Background: an optimization exercise with open tools, aiming at small area. Do not read the settings as production practice. Function was checked by simulation only, so behaviour that the tests miss may differ from the original. Power and IR drop assume default switching activity.

amber:
Design bank_htu, start of the top module:
module bank_htu #(
  parameter int NUM_WAYS = 2
) (
  input  logic        clk_i,
  input  logic        rst_i,
  input  logic        wb_cyc_i,
  input  logic        wb_stb_i,
  input  logic        wb_we_i,
  input  logic [31:0] wb_adr_i,
  input  logic [31:0] wb_dat_i,
  output logic [31:0] wb_dat_o,
  output logic        wb_ack_o
);
For scale: about 2500 cells after synthesis, roughly 860 flip-flops, about 0.030 mm² of cells after synthesis.
==> flow/config.mk <==
export PLATFORM = sky130hd
export DESIGN_NAME = bank_htu
export DESIGN_NICKNAME = bank_htu
export VERILOG_FILES = /design/flow/design.v
export SDC_FILE = /design/flow/constraint.sdc
export NUM_CORES = 4
export LEC_CHECK = 0
export CAP_MARGIN = 10
export CORE_MARGIN = 2
export CORE_UTILIZATION = 40
export GPL_TIMING_DRIVEN = 0
export SETUP_SLACK_MARGIN = 0.15
export SLEW_MARGIN = 10
==> flow/constraint.sdc <==
create_clock -name core_clock -period 5.0 [get_ports {clk_i}]
set_input_delay 1.0000 -clock core_clock [delete_from_list [all_inputs] [get_ports {clk_i}]]
set_output_delay 1.0000 -clock core_clock [all_outputs]
set_load 0.01 [all_outputs]
standard.sh (not shown) runs the stock make flow with config.mk's settings and CLKGATE_MAP_FILE= SYNTH_SCRIPT=/design/flow/synth_recipe.tcl, a recipe that flattens the netlist after the stock synthesis.
==> flow/flow/run.sh <==
#!/bin/bash
# Own flow: ORFS synthesis as synth_recipe.tcl runs it, but with an area-oriented
# abc script for the combinational logic (registers are mapped before abc, so
# they keep the standard synthesis's names and cells); then the standard
# layout from floorplan to finish, with larger clock-tree clusters, no CTS dummy
# loads, and the largest plain buffers kept out of buffering and repair.
set -euo pipefail
W=$PWD
export MY_ABC_SCRIPT=$W/flow/area.abc
make -C "$FLOW_HOME" DESIGN_CONFIG=$W/config.mk WORK_HOME=$W/orfs CLKGATE_MAP_FILE= \
  SYNTH_SCRIPT=$W/flow/synth.tcl synth > $W/synth.log 2>&1
export CTS_ARGS="-sink_clustering_enable -repair_clock_nets -buf_list sky130_fd_sc_hd__clkbuf_16 -sink_clustering_size 22 -sink_clustering_max_diameter 80 -dont_use_dummy_load"
# The platform's own don't-use list, plus the big buffers. On make's command
# line it replaces the platform's list, so that list is repeated here.
PLATFORM_DONT_USE="$(make -s -C "$FLOW_HOME" DESIGN_CONFIG=$W/config.mk WORK_HOME=$W/orfs print-DONT_USE_CELLS | sed -n 's/^DONT_USE_CELLS: //p')"
EXTRA_DONT_USE="sky130_fd_sc_hd__buf_6 sky130_fd_sc_hd__buf_8 sky130_fd_sc_hd__buf_12 sky130_fd_sc_hd__buf_16 sky130_fd_sc_hd__bufbuf_8 sky130_fd_sc_hd__bufbuf_16"
echo "DONT_USE_CELLS: $PLATFORM_DONT_USE $EXTRA_DONT_USE" > $W/dont_use.log
bash standard.sh "DONT_USE_CELLS=$PLATFORM_DONT_USE $EXTRA_DONT_USE" finish > $W/layout.log 2>&1
==> flow/flow/area.abc <==
strash; &get -n; &st; &dch; &nf -R 1000; &put; strash; &get -n; &st; &dch; &nf -R 1000; &put; strash; &get -n; &st; &dch; &nf -R 1000; &put; strash; &get -n; &st; &dch; &nf -R 1000; &put
==> flow/flow/synth.tcl <==
# Same as synth_recipe.tcl, except that the final abc call runs flow/area.abc.
proc synth {args} { yosys synth -nofsm -noshare {*}$args }
proc abc {args} {
  set i [lsearch -exact $args -script]
  if {$i >= 0} { lset args [expr {$i + 1}] $::env(MY_ABC_SCRIPT) }
  yosys abc {*}$args
}
source $::env(SCRIPTS_DIR)/synth.tcl
# left out here: clear keep_hierarchy, flatten, clean up, hide names made inside functions, write 1_2_yosys.v
Every stage of the flow completed for amber, and the final layout passed the timing, DRC and antenna checks.
For raven, these inputs were changed with respect to amber:
Settings: putting PLACE_DENSITY at 0.75 where nothing was set; swapping 40 for 62 in CORE_UTILIZATION.
-- flow/flow/run.sh --
<<< amber, line 12
export CTS_ARGS="-sink_clustering_enable -repair_clock_nets -buf_list sky130_fd_sc_hd__clkbuf_16 -sink_clustering_size 22 -sink_clustering_max_diameter 80 -dont_use_dummy_load"
>>> raven, line 12
export CTS_ARGS="-sink_clustering_enable -repair_clock_nets -buf_list sky130_fd_sc_hd__clkbuf_8 -sink_clustering_size 16 -sink_clustering_max_diameter 60 -dont_use_dummy_load"
--- outcome ---
raven did not stop at any stage, and its layout met the timing, DRC and antenna checks.
amber | stages: all done | timing, DRC, antenna: all pass
Against amber, raven reports a latest clock arrival within the worst-skew pair that is higher.
raven against amber: number of antenna cells inserted up 1; global router's overall resource usage up 14 points.
[inputs] maple vs raven
Settings: CORE_UTILIZATION now 40, was 62; PLACE_DENSITY no longer set, was 0.75.
==> flow/flow/run.sh <==
#!/bin/bash
# Own flow: ORFS synthesis as synth_recipe.tcl runs it, but with an area-oriented
# abc script for the combinational logic (registers are mapped before abc, so
# they keep the standard synthesis's names and cells); then the standard
# layout from floorplan to finish, with clock tree synthesis told not to add
# dummy loads.
set -euo pipefail
W=$PWD
export MY_ABC_SCRIPT=$W/flow/area.abc
make -C "$FLOW_HOME" DESIGN_CONFIG=$W/config.mk WORK_HOME=$W/orfs CLKGATE_MAP_FILE= \
  SYNTH_SCRIPT=$W/flow/synth.tcl synth > $W/synth.log 2>&1
export CTS_ARGS="-sink_clustering_enable -repair_clock_nets -buf_list sky130_fd_sc_hd__clkbuf_4 -dont_use_dummy_load"
bash standard.sh finish > $W/layout.log 2>&1
Results
[compare] base=raven new=maple: multi-input logic portion of the cell area has decreased, switching fraction of total power barely changed, sequential share of layout area dropped 4.2 points, clock power share rose 6.4 points, post-synthesis sequential element count essentially unchanged. raven has lower time the final worst path needs with I/O delays and setup than maple. Area after synthesis came out exactly the same in raven and maple.
## Diff of input files: garnet against maple
Settings: PLACE_DENSITY newly set to 0.7; CORE_UTILIZATION changed from 40 to 55.
-- flow/flow/run.sh --
<<< maple, line 5
# layout from floorplan to finish, with clock tree synthesis told not to add
# dummy loads.
>>> garnet, line 5
# layout from floorplan to finish, with larger clock-tree clusters, no CTS dummy
# loads, and the largest plain buffers kept out of buffering and repair.
<<< maple, line 12
export CTS_ARGS="-sink_clustering_enable -repair_clock_nets -buf_list sky130_fd_sc_hd__clkbuf_4 -dont_use_dummy_load"
bash standard.sh finish > $W/layout.log 2>&1
>>> garnet, line 12
export CTS_ARGS="-sink_clustering_enable -repair_clock_nets -buf_list sky130_fd_sc_hd__clkbuf_16 -sink_clustering_size 28 -sink_clustering_max_diameter 70 -dont_use_dummy_load"
# The platform's own don't-use list, plus the big buffers. On make's command
# line it replaces the platform's list, so that list is repeated here.
PLATFORM_DONT_USE="$(make -s -C "$FLOW_HOME" DESIGN_CONFIG=$W/config.mk WORK_HOME=$W/orfs print-DONT_USE_CELLS | sed -n 's/^DONT_USE_CELLS: //p')"
EXTRA_DONT_USE="sky130_fd_sc_hd__buf_6 sky130_fd_sc_hd__buf_8 sky130_fd_sc_hd__buf_12 sky130_fd_sc_hd__buf_16 sky130_fd_sc_hd__bufbuf_8 sky130_fd_sc_hd__bufbuf_16"
echo "DONT_USE_CELLS: $PLATFORM_DONT_USE $EXTRA_DONT_USE" > $W/dont_use.log
bash standard.sh "DONT_USE_CELLS=$PLATFORM_DONT_USE $EXTRA_DONT_USE" finish > $W/layout.log 2>&1
## What came out
Power attributed to the clock group improves in garnet relative to maple.
Taking garnet as 1.0, maple lands at 0.813 on detailed-routed wire length on met3.
Of the two values seen for source of the critical timing path, wb_adr_i[8] was produced by maple and wb_adr_i[9] by garnet.
Sequential cell count came out exactly the same in maple and garnet.
garnet vs. maple: worst setup slack after layout went up by 14 ps.

port drivers added, routing unchanged:
Ports are ideal in the flow. The routed layouts listed here were re-timed in OpenROAD. Step 1 (the two cells are an assumption about what drives the block):
set clk [get_ports {clk_i}]
set_driving_cell -lib_cell sky130_fd_sc_hd__clkbuf_16 $clk
set_driving_cell -lib_cell sky130_fd_sc_hd__buf_2 [delete_from_list [all_inputs] $clk]
Step 2 times the ports against the registers' clock, not the clock port: input delays grow and output delays shrink by t, the midpoint of the rising clock arrivals with the driver on. a / b / c = ideal / step 1 / step 2; a / b = the first two.
run | t, ns | slack for setup (ns) | worst setup path after step 2 | slew at the worst register clock pin (ns) | worst slew at a driven data input, ns
amber | 0.668 | 0.323 / 0.361 / -0.307 | input to register | 0.10 / 0.10 | 0.06
raven | 0.785 | 0.310 / 0.336 / -0.449 | input to register | 0.11 / 0.11 | 0.05
maple | 1.078 | 0.280 / 0.321 / -0.757 | input to register | 0.07 / 0.07 | 0.06
garnet | 0.654 | 0.294 / 0.301 / -0.353 | input to register | 0.11 / 0.11 | 0.07
With both steps, setup timing fails in every run listed, where it was met with ideal ports. For maple, which loses most, drivers alone change the setup slack by +0.041 ns; drivers and shift together by -1.037 ns.
